Source: an optimization exercise on an open RTL-to-GDS flow (aim: small area, a short achievable clock period and few clock cycles). Production flows keep margins and buffers that such runs may drop. The RTL was checked by simulation tests, not by an equivalence proof against the original design.

==> inputs of run a <==
Design bitmap_first_fit_extent_allocator_unit, start of the top module:
module bitmap_first_fit_extent_allocator_unit (
  input  wire logic                          clk_i,
  input  wire logic                          rst_ni,
  input  wire logic                          cfg_we_i,
  input  wire logic [bffa_pkg::CfgIdxW-1:0]  cfg_idx_i,
  input  wire logic [bffa_pkg::CfgDataW-1:0] cfg_data_i,
  input  wire logic                          req_valid_i,
  output      logic                          req_ready_o,
  input  wire logic                          req_command_i,
  input  wire logic [bffa_pkg::StartW-1:0]   req_start_block_i,
  input  wire logic [bffa_pkg::LenW-1:0]     req_run_length_i,
  output      logic                          rsp_valid_o,
  input  wire logic                          rsp_ready_i,
  output      logic [bffa_pkg::StatusW-1:0]  rsp_status_o,
  output      logic [bffa_pkg::StartW-1:0]   rsp_granted_start_o
);
Settings: LEC_CHECK=0, CAP_MARGIN=20, CORE_MARGIN=2, CORE_UTILIZATION=35, GPL_TIMING_DRIVEN=0, PLACE_DENSITY=0.55, SETUP_SLACK_MARGIN=0.1, SLEW_MARGIN=20; clock period 12.0 ns.
run.sh (not shown) runs the stock make flow with config.mk's settings and CLKGATE_MAP_FILE= SYNTH_SCRIPT=/design/flow/synth_recipe.tcl, a recipe that flattens the netlist after the stock synthesis.
==> run b: changes against run a <==
--- a/flow/design.v
+++ b/flow/design.v
@@ -64,40 +64,42 @@
 `default_nettype none
 module bffa_fit #(
   parameter int W  = 512,
   parameter int P  = 9,             
   parameter int S  = 32,
   parameter int Q  = 5,             
   parameter int CW = 3              
 ) (
+  input  wire logic                          clk_i,
+  input  wire logic                          adv_i,      
   input  wire logic [W-1:0]                  free_i,
   input  wire logic [CW-1:0]                 chunk_i,
   input  wire logic [bffa_pkg::LenW-1:0]     len_i,
   input  wire logic [bffa_pkg::LenW-1:0]     lm1_i,
   input  wire logic [bffa_pkg::LenW-1:0]     carry_i,
   input  wire logic [bffa_pkg::LenW:0]       e0_i,
   input  wire logic                          e0_ok_i,
   input  wire logic [bffa_pkg::StartW-1:0]   st0_i,
   output logic                               hit_o,
   output logic [P-1:0]                       pos_o,
   output logic [bffa_pkg::StartW-1:0]        start_o,
   output logic [bffa_pkg::LenW-1:0]          carry_o,
   output logic                               cross_o,    
   output logic                               used_o,     
-  output logic [P-1:0]                       last_o,     
-  output logic [bffa_pkg::LenW-1:0]          mb_o        
+  output logic [P-1:0]                       last_o      
 );
   localparam int LenW   = bffa_pkg::LenW;
   localparam int StartW = bffa_pkg::StartW;
   localparam int N      = W / S;
   localparam int EW     = LenW + 1;          
   localparam int HW     = EW - Q;            
-  logic [N-1:0]             in_any, u_any;
+  logic [N-1:0]             in_any, u_any, c_in_any, c_u_any;
   logic [N-1:0][Q-1:0]      in_pos, in_st, u_first, u_last;
+  logic [N-1:0][Q-1:0]      c_in_pos, c_in_st, c_u_first, c_u_last;
   logic                     len_small;
   logic [N-1:0][S-1:0]      f;
   logic [N-1:0][Q:0][S-1:0] A;      
   logic [N-1:0][Q:0][S-1:0] Z;      
   logic [Q:0]               zmod;   
   logic [N-1:0][S-1:0]      inner;
   logic [N-1:0][Q:0][S-1:0]          ev_in, ev_uf, ev_ul;
   logic [N-1:0][Q:0][S-1:0][Q-1:0]   ex_in, ex_uf, ex_ul;
@@ -141,22 +143,32 @@
             ex_in[i][l][n] = ev_in[i][l-1][2*n] ? ex_in[i][l-1][2*n] : (ex_in[i][l-1][2*n+1] | Q'(1 << (l - 1)));
             ev_uf[i][l][n] = ev_uf[i][l-1][2*n] | ev_uf[i][l-1][2*n+1];
             ex_uf[i][l][n] = ev_uf[i][l-1][2*n] ? ex_uf[i][l-1][2*n] : (ex_uf[i][l-1][2*n+1] | Q'(1 << (l - 1)));
             ev_ul[i][l][n] = ev_ul[i][l-1][2*n] | ev_ul[i][l-1][2*n+1];
             ex_ul[i][l][n] = ev_ul[i][l-1][2*n+1] ? (ex_ul[i][l-1][2*n+1] | Q'(1 << (l - 1))) : ex_ul[i][l-1][2*n];
           end
         end
       end
-      in_any[i]  = ev_in[i][Q][0];
-      in_pos[i]  = ex_in[i][Q][0];
-      in_st[i]   = in_pos[i] - lm1_i[Q-1:0];
-      u_any[i]   = ev_uf[i][Q][0];
-      u_first[i] = ex_uf[i][Q][0];
-      u_last[i]  = ex_ul[i][Q][0];
+      c_in_any[i]  = ev_in[i][Q][0];
+      c_in_pos[i]  = ex_in[i][Q][0];
+      c_in_st[i]   = c_in_pos[i] - lm1_i[Q-1:0];
+      c_u_any[i]   = ev_uf[i][Q][0];
+      c_u_first[i] = ex_uf[i][Q][0];
+      c_u_last[i]  = ex_ul[i][Q][0];
+    end
+  end
+  always_ff @(posedge clk_i) begin
+    if (adv_i) begin
+      in_any  <= c_in_any;
+      in_pos  <= c_in_pos;
+      in_st   <= c_in_st;
+      u_any   <= c_u_any;
+      u_first <= c_u_first;
+      u_last  <= c_u_last;
     end
   end
   logic [N-1:0][Q:0]        ff;             
   logic [N-1:0][Q-1:0]      trl;            
   logic [N-1:0][N-1:0]      sel;            
   logic [N-1:0]             sel0;
   logic [N-1:0]             ok0;
   logic [N-1:0][N-1:0]      okp;
@@ -269,37 +281,16 @@
       start_o = {chunk_i, w_sw, w_in_st};
       cross_o = 1'b0;
     end
     used_o = |u_any;
     last_o = '0;
     for (int i = 0; i < N; i++) if (u_any[i]) last_o = P'(i * S) + P'(u_last[i]);
     carry_o = used_o ? LenW'(W - 1) - LenW'(last_o) : carry_i + LenW'(W);
   end
-  logic [Q-1:0]              any_k;
-  logic [LenW-1:0]           ib;
-  logic [N-1:0][LenW-1:0]    rb;
-  logic [LenW-1:0]           mx;
-  always_comb begin
-    for (int k = 0; k < Q; k++) begin
-      any_k[k] = 1'b0;
-      for (int i = 0; i < N; i++) any_k[k] = any_k[k] | (|A[i][k]);
-    end
-    ib = '0;
-    for (int k = 0; k < Q; k++) if (any_k[k]) ib = LenW'((2 << k) - 1);
-    for (int i = 0; i < N; i++) begin
-      rb[i] = sel0[i] ? carry_i + LenW'(i * S) + LenW'(ff[i]) : '0;
-      for (int j = 0; j < N; j++) begin
-        if (j < i && sel[j][i]) rb[i] = rb[i] | (LenW'(trl[j]) + LenW'((i - j - 1) * S) + LenW'(ff[i]));
-      end
-    end
-    mx = (ib > carry_o) ? ib : carry_o;
-    for (int i = 0; i < N; i++) if (rb[i] > mx) mx = rb[i];
-    mb_o = (mx >= len_i) ? len_i : mx + LenW'(1);
-  end
 endmodule
 `default_nettype wire
 `default_nettype none
 module bitmap_first_fit_extent_allocator_unit (
   input  wire logic                          clk_i,
   input  wire logic                          rst_ni,
   input  wire logic                          cfg_we_i,
   input  wire logic [bffa_pkg::CfgIdxW-1:0]  cfg_idx_i,
@@ -446,30 +437,32 @@
     .rsel_i  (rsel_q),
     .rdata_o (ram_rdata)
   );
   logic              act_valid;
   logic              act_cmd;
   logic [StartW-1:0] act_start;
   logic [LenW-1:0]   act_len;
   logic [LenW-1:0]   lm1_q;            
-  logic [CW-1:0]     cptr_q;
+  logic [CW-1:0]     cptr_q;           
+  logic [CW-1:0]     c2_q;             
+  logic [NC-1:0]     rsel2_q;
+  logic              s1v_q, s2v_q;
   logic              is_fdb_q, is_last_q;
   logic [LenW-1:0]   carry_q;
   logic              act_exh;
   logic              fwd_en;
   logic [S-1:0]      win_th_lo, win_th_hi;
   logic [NS-1:0]     win_sw_lo, win_sw_loe, win_sw_hi, win_sw_hie;
   logic [W-1:0]      scan_free;
   logic              fit_hit;
   logic [P-1:0]      fit_pos;
   logic [LenW-1:0]   fit_carry;
   logic              fit_cross, fit_used;
   logic [P-1:0]      fit_last;
-  logic [LenW-1:0]   fit_mb;
   always_comb begin
     fwd_en = 1'b0;
     for (int k = 0; k < NC; k++) begin
       if (rsel_q[k] && pm_valid && pm_chunk == CW'(k)) fwd_en = 1'b1;
     end
     for (int l = 0; l < S; l++) begin
       win_th_lo[l] = Q'(l) < fdb_off[Q-1:0];
       win_th_hi[l] = Q'(l) > lim_off[Q-1:0];
@@ -484,40 +477,41 @@
       scan_free[b] = !(((fwd_en && pm_mask[b]) ? pm_set : ram_rdata[b]) ||
                        win_sw_lo[b / S] || (win_sw_loe[b / S] && win_th_lo[b % S]) ||
                        win_sw_hi[b / S] || (win_sw_hie[b / S] && win_th_hi[b % S]));
     end
   end
   logic [LenW:0]     fit_e0;
   logic [StartW-1:0] fit_st0, fit_start;
   assign fit_e0  = {1'b0, lm1_q} - {1'b0, carry_q};
-  assign fit_st0 = {cptr_q, P'(0)} - StartW'(carry_q);
+  assign fit_st0 = {c2_q, P'(0)} - StartW'(carry_q);
   bffa_fit #(
     .W  (W),
     .P  (P),
     .S  (S),
     .Q  (Q),
     .CW (CW)
   ) u_fit (
+    .clk_i   (clk_i),
+    .adv_i   (upd),
     .free_i  (scan_free),
-    .chunk_i (cptr_q),
+    .chunk_i (c2_q),
     .len_i   (act_len),
     .lm1_i   (lm1_q),
     .carry_i (carry_q),
     .e0_i    (fit_e0),
     .e0_ok_i (carry_q < act_len),
     .st0_i   (fit_st0),
     .hit_o   (fit_hit),
     .pos_o   (fit_pos),
     .start_o (fit_start),
     .carry_o (fit_carry),
     .cross_o (fit_cross),
     .used_o  (fit_used),
-    .last_o  (fit_last),
-    .mb_o    (fit_mb)
+    .last_o  (fit_last)
   );
   logic                 out_valid_q;
   bffa_pkg::status_e    out_status_q;
   logic [StartW-1:0]    out_start_q;
   logic                 out_free;
   logic [BlkW-1:0]      free_end, free_end_m1, hit_end, hit_start;
   logic                 is_alloc, scan_ok, upd;
   logic                 done, hit_mark, scan_fail;
@@ -525,23 +519,23 @@
   logic [StartW-1:0]    res_start;
   logic                 new_set;
   logic [CW-1:0]        ld_chunk, st_chunk;
   logic                 ld_none, st_none;
   logic [LenW-1:0]      ld_carry, st_carry;
   assign out_free    = !out_valid_q || rsp_ready_i;
   assign free_end    = BlkW'(act_start) + BlkW'(act_len);
   assign free_end_m1 = free_end - BlkW'(1);
-  assign hit_end     = {2'b00, cptr_q, fit_pos};
+  assign hit_end     = {2'b00, c2_q, fit_pos};
   assign hit_start   = BlkW'(fit_start);
   assign is_alloc = act_valid && act_len != '0 && act_cmd == bffa_pkg::CMD_ALLOC;
   assign scan_ok  = pm_free && out_free;
-  assign upd      = is_alloc && !no_window_q && !act_exh && scan_ok;
-  assign hit_mark  = upd && fit_hit;
-  assign scan_fail = upd && !fit_hit;
+  assign hit_mark  = is_alloc && !no_window_q && !act_exh && scan_ok && s2v_q && fit_hit;
+  assign scan_fail = is_alloc && !no_window_q && !act_exh && scan_ok && s2v_q && !fit_hit;
+  assign upd       = is_alloc && !no_window_q && !act_exh && scan_ok && s1v_q && !hit_mark;
   always_comb begin
     done       = 1'b0;
     load_pm    = 1'b0;
     res_status = bffa_pkg::ST_OK;
     res_start  = '0;
     new_lo     = hit_start[StartW-1:0];
     new_hi     = hit_end[StartW-1:0];
     new_set    = 1'b1;
@@ -558,31 +552,43 @@
           done       = out_free;
         end else begin
           done    = out_free && pm_free;
           load_pm = done;
         end
       end else if (no_window_q || act_exh) begin
         res_status = bffa_pkg::ST_NO_SPACE;
         done       = out_free;
-      end else if (scan_ok) begin
+      end else if (scan_ok && s2v_q) begin
         if (fit_hit) begin
           res_start = hit_start[StartW-1:0];
           done      = 1'b1;
           load_pm   = 1'b1;
-        end else if (is_last_q || st_none) begin
+        end else if (!s1v_q) begin
           res_status = bffa_pkg::ST_NO_SPACE;
           done       = 1'b1;
         end
       end
     end
   end
   assign q_pop = (q_cnt != 2'd0) && (!act_valid || done);
   always_ff @(posedge clk_i or negedge rst_ni) begin
     if (!rst_ni) begin
+      s1v_q <= 1'b0;
+      s2v_q <= 1'b0;
+    end else if (q_pop) begin
+      s1v_q <= !ld_none;
+      s2v_q <= 1'b0;
+    end else if (upd) begin
+      s1v_q <= !st_none;
+      s2v_q <= 1'b1;
+    end
+  end
+  always_ff @(posedge clk_i or negedge rst_ni) begin
+    if (!rst_ni) begin
       act_valid <= 1'b0;
       pm_valid  <= 1'b0;
     end else begin
       if (q_pop) act_valid <= 1'b1;
       else if (done) act_valid <= 1'b0;
       if (load_pm) pm_valid <= 1'b1;
       else if (pm_last) pm_valid <= 1'b0;
     end
@@ -595,18 +601,20 @@
       lm1_q     <= q0_len - LenW'(1);
       cptr_q    <= ld_chunk;
       carry_q   <= ld_carry;
       act_exh   <= ld_none;
       is_fdb_q  <= ld_chunk == fdb_chunk;
       is_last_q <= ld_chunk == last_chunk;
       for (int k = 0; k < NC; k++) rsel_q[k] <= ld_chunk == CW'(k);
     end else if (upd) begin
+      c2_q      <= cptr_q;
+      rsel2_q   <= rsel_q;
+      if (s2v_q) carry_q <= st_carry;
       cptr_q    <= st_chunk;
-      carry_q   <= st_carry;
       is_fdb_q  <= 1'b0;
       is_last_q <= st_chunk == last_chunk;
       for (int k = 0; k < NC; k++) rsel_q[k] <= st_chunk == CW'(k);
     end
     if (load_pm) begin
       pm_lo  <= new_lo;
       pm_hi  <= new_hi;
       pm_set <= new_set;
@@ -622,29 +630,29 @@
   logic                    hm_q, hm_used;
   logic [NC-1:0]           hm_sel;
   logic [P-1:0]            hm_pos, hm_last;
   always_ff @(posedge clk_i or negedge rst_ni) begin
     if (!rst_ni) hm_q <= 1'b0;
     else         hm_q <= hit_mark && !cfg_we_i;
   end
   always_ff @(posedge clk_i) begin
-    hm_sel  <= rsel_q;
+    hm_sel  <= rsel2_q;
     hm_pos  <= fit_pos;
     hm_last <= fit_last;
     hm_used <= fit_used;
   end
   assign fr_ca = act_start[StartW-1:P];
   assign fr_cb = free_end_m1[StartW-1:P];
   always_comb begin
     for (int c = 0; c < NC; c++) begin
       excl[c] = cfg_we_i ||
-                (is_alloc && rsel_q[c]) ||
+                (is_alloc && rsel2_q[c]) ||
                 (hm_q && hm_sel[c]) ||
-                (is_alloc && carry_q != '0 && CW'(c) < cptr_q) ||
+                (is_alloc && carry_q != '0 && CW'(c) < c2_q) ||
                 (act_valid && act_cmd == bffa_pkg::CMD_FREE && CW'(c) >= fr_ca);
       sk_load[c] = mv_q[c] && tv_q[c] && (m_q[c] <= q0_len) && !excl[c];
       sk_step[c] = mv_q[c] && tv_q[c] && (m_q[c] <= act_len) && !(hm_q && hm_sel[c]);
     end
     ld_none  = 1'b1;
     ld_chunk = fdb_chunk;
     for (int c = NC - 1; c >= 0; c--) begin
       if (CW'(c) >= fdb_chunk && CW'(c) <= last_chunk && !sk_load[c]) begin
@@ -661,34 +669,34 @@
     for (int c = NC - 1; c >= 0; c--) begin
       if (CW'(c) > cptr_q && CW'(c) <= last_chunk && !sk_step[c]) begin
         st_none  = 1'b0;
         st_chunk = CW'(c);
       end
     end
     st_carry = fit_carry;
     for (int c = 1; c < NC; c++) begin
-      if (CW'(c) == st_chunk && st_chunk != cptr_q + CW'(1)) st_carry = LenW'(tr_q[c-1]);
+      if (CW'(c) == cptr_q && cptr_q != c2_q + CW'(1)) st_carry = LenW'(tr_q[c-1]);
     end
   end
   always_ff @(posedge clk_i or negedge rst_ni) begin
     if (!rst_ni) begin
       mv_q <= '0;
       tv_q <= '0;
     end else if (cfg_we_i) begin
       mv_q <= '0;
       tv_q <= '0;
     end else begin
       for (int c = 0; c < NC; c++) begin
         if (hm_q && hm_sel[c]) tv_q[c] <= 1'b1;
-        if (scan_fail && rsel_q[c]) begin
+        if (scan_fail && rsel2_q[c]) begin
           mv_q[c] <= 1'b1;
           tv_q[c] <= fit_used;
         end
-        if (hit_mark && fit_cross && CW'(c) < cptr_q) tv_q[c] <= 1'b0;
+        if (hit_mark && fit_cross && CW'(c) < c2_q) tv_q[c] <= 1'b0;
         if (load_pm && !new_set) begin
           if (CW'(c) >= fr_ca && CW'(c) <= fr_cb) tv_q[c] <= 1'b0;
           if (CW'(c) >= fr_ca) begin
             if (CW'(c) <= fr_cb) mv_q[c] <= 1'b0;
             else begin
               mv_q[c] <= 1'b0;
               for (int k = 0; k < NC; k++) begin
                 if (CW'(k) > fr_cb && k < c && tv_q[k]) mv_q[c] <= mv_q[c];
@@ -699,18 +707,18 @@
       end
     end
   end
   always_ff @(posedge clk_i) begin
     for (int c = 0; c < NC; c++) begin
       if (hm_q && hm_sel[c]) begin
         tr_q[c] <= ~((hm_used && hm_last > hm_pos) ? hm_last : hm_pos);
       end
-      if (scan_fail && rsel_q[c]) m_q[c] <= (mv_q[c] && m_q[c] < fit_mb) ? m_q[c] : fit_mb;
-      if (scan_fail && rsel_q[c]) tr_q[c] <= ~fit_last;
+      if (scan_fail && rsel2_q[c]) m_q[c] <= (mv_q[c] && m_q[c] < act_len) ? m_q[c] : act_len;
+      if (scan_fail && rsel2_q[c]) tr_q[c] <= ~fit_last;
     end
   end
   always_ff @(posedge clk_i or negedge rst_ni) begin
     if (!rst_ni) begin
       out_valid_q <= 1'b0;
     end else if (done) begin
       out_valid_q <= 1'b1;
     end else if (rsp_ready_i) begin
Settings changed: CORE_UTILIZATION 35 to 30, PLACE_DENSITY 0.55 to 0.5.
==> impl_metrics.py <==
metrics = {
    "run_status": {
        "status": "stopped before the end",
        "haltStage": "5_1_grt",
        "tool.error": "[ERROR GRT-0116] Global routing finished with congestion. Check the congestion regions in the DRC Viewer.",
    },
    "yosys": {
        "synth_xor_area_share_pct": 1.14,
        "seq_area_frac_synth_pct": 50.2,
        "syn_nets": 29100,
        "ys_top_cells_by_count": "5528 x nor2_1, 4559 x edfxtp_1, 1511 x clkbuf_1",
        "syn_area_per_cell_sq_um": 10.1,
        "muxShareOfSynthArea_pct": 1.96,
        "synth-compound-area-share_pct": 19.5,
        "synthCells": 27600,
    },
    "grt": {
        "grtUsageMet2_pct": 84.8,
        "grt_pass1_vias": 313000,
    },
    "clock_tree": {
        "cts_sinks": 4696,
    },
    "placed_design": {
        "dpl-instance-area_sq_um": 319000,
        "hpwl_microns": 1950000,
    },
    "die": {
        "die_x_microns": 897,
    },
}
# the run above: run a

==> impl_metrics.py <==
metrics = {
    "flow_run": {
        "drv_cap": 2,
    },
    "placed_design": {
        "hpwl_microns": 1860000,
        "dpl-instance-area_sq_um": 309000,
    },
    "timing": {
        "setup_violations": 31,
        "setup_slack_ns": -0.668,
        "slew_violations": 16,
    },
    "yosys": {
        "syn_nets": 25900,
        "synth_fa_ha_area_share_pct": 4.85,
        "synth_xor_area_share_pct": 0.932,
        "synthCells": 24900,
        "syn_area_per_cell_sq_um": 10.7,
    },
    "run_status": {
        "failed_checks": "capacitance limit, slew limit, setup timing",
        "status": "finished with violations",
    },
    "drt": {
        "routedWlPerCell_microns": 60.0,
    },
    "die": {
        "die_x_microns": 945,
        "start_util_pct": 30.1,
    },
    "grt": {
        "grt_pass1_vias": 240000,
        "met1_usage_pct": 56.8,
        "grtUsageMet2_pct": 72.6,
    },
    "clock_tree": {
        "cts_sinks": 4894,
    },
}
# the run above: run b

Testbench counts of run a, summed over its fixed seeds: cycles 8,964.
Testbench counts of run b, summed over its fixed seeds: cycles 13,238.

==> re-timing with driven ports <==
The results above use ideal ports. As a check the final layout listed here was re-extracted and re-timed, cells and wires unchanged. Step 1 sets driving cells, clkbuf_16 on the clock port and buf_2 on the other inputs (assumed; they add their load-dependent delay and slew). Step 2 also shifts input and output timing later by t, the mid clock arrival at the registers, as if the neighbouring blocks saw the same clock. Slacks: ideal ports / drivers / drivers and shift; pairs: ideal ports / drivers.
run: run b
shift t [ns]: 1.373
setup slack, ns: -0.668 / -0.668 / -0.668
hold WS [ns]: 0.404 / 0.404 / 0.404
latest minus earliest clock arrival (ns): 0.167 / 0.166
For run b, drivers alone change the setup slack by 0.000 ns; drivers and shift together by 0.000 ns.
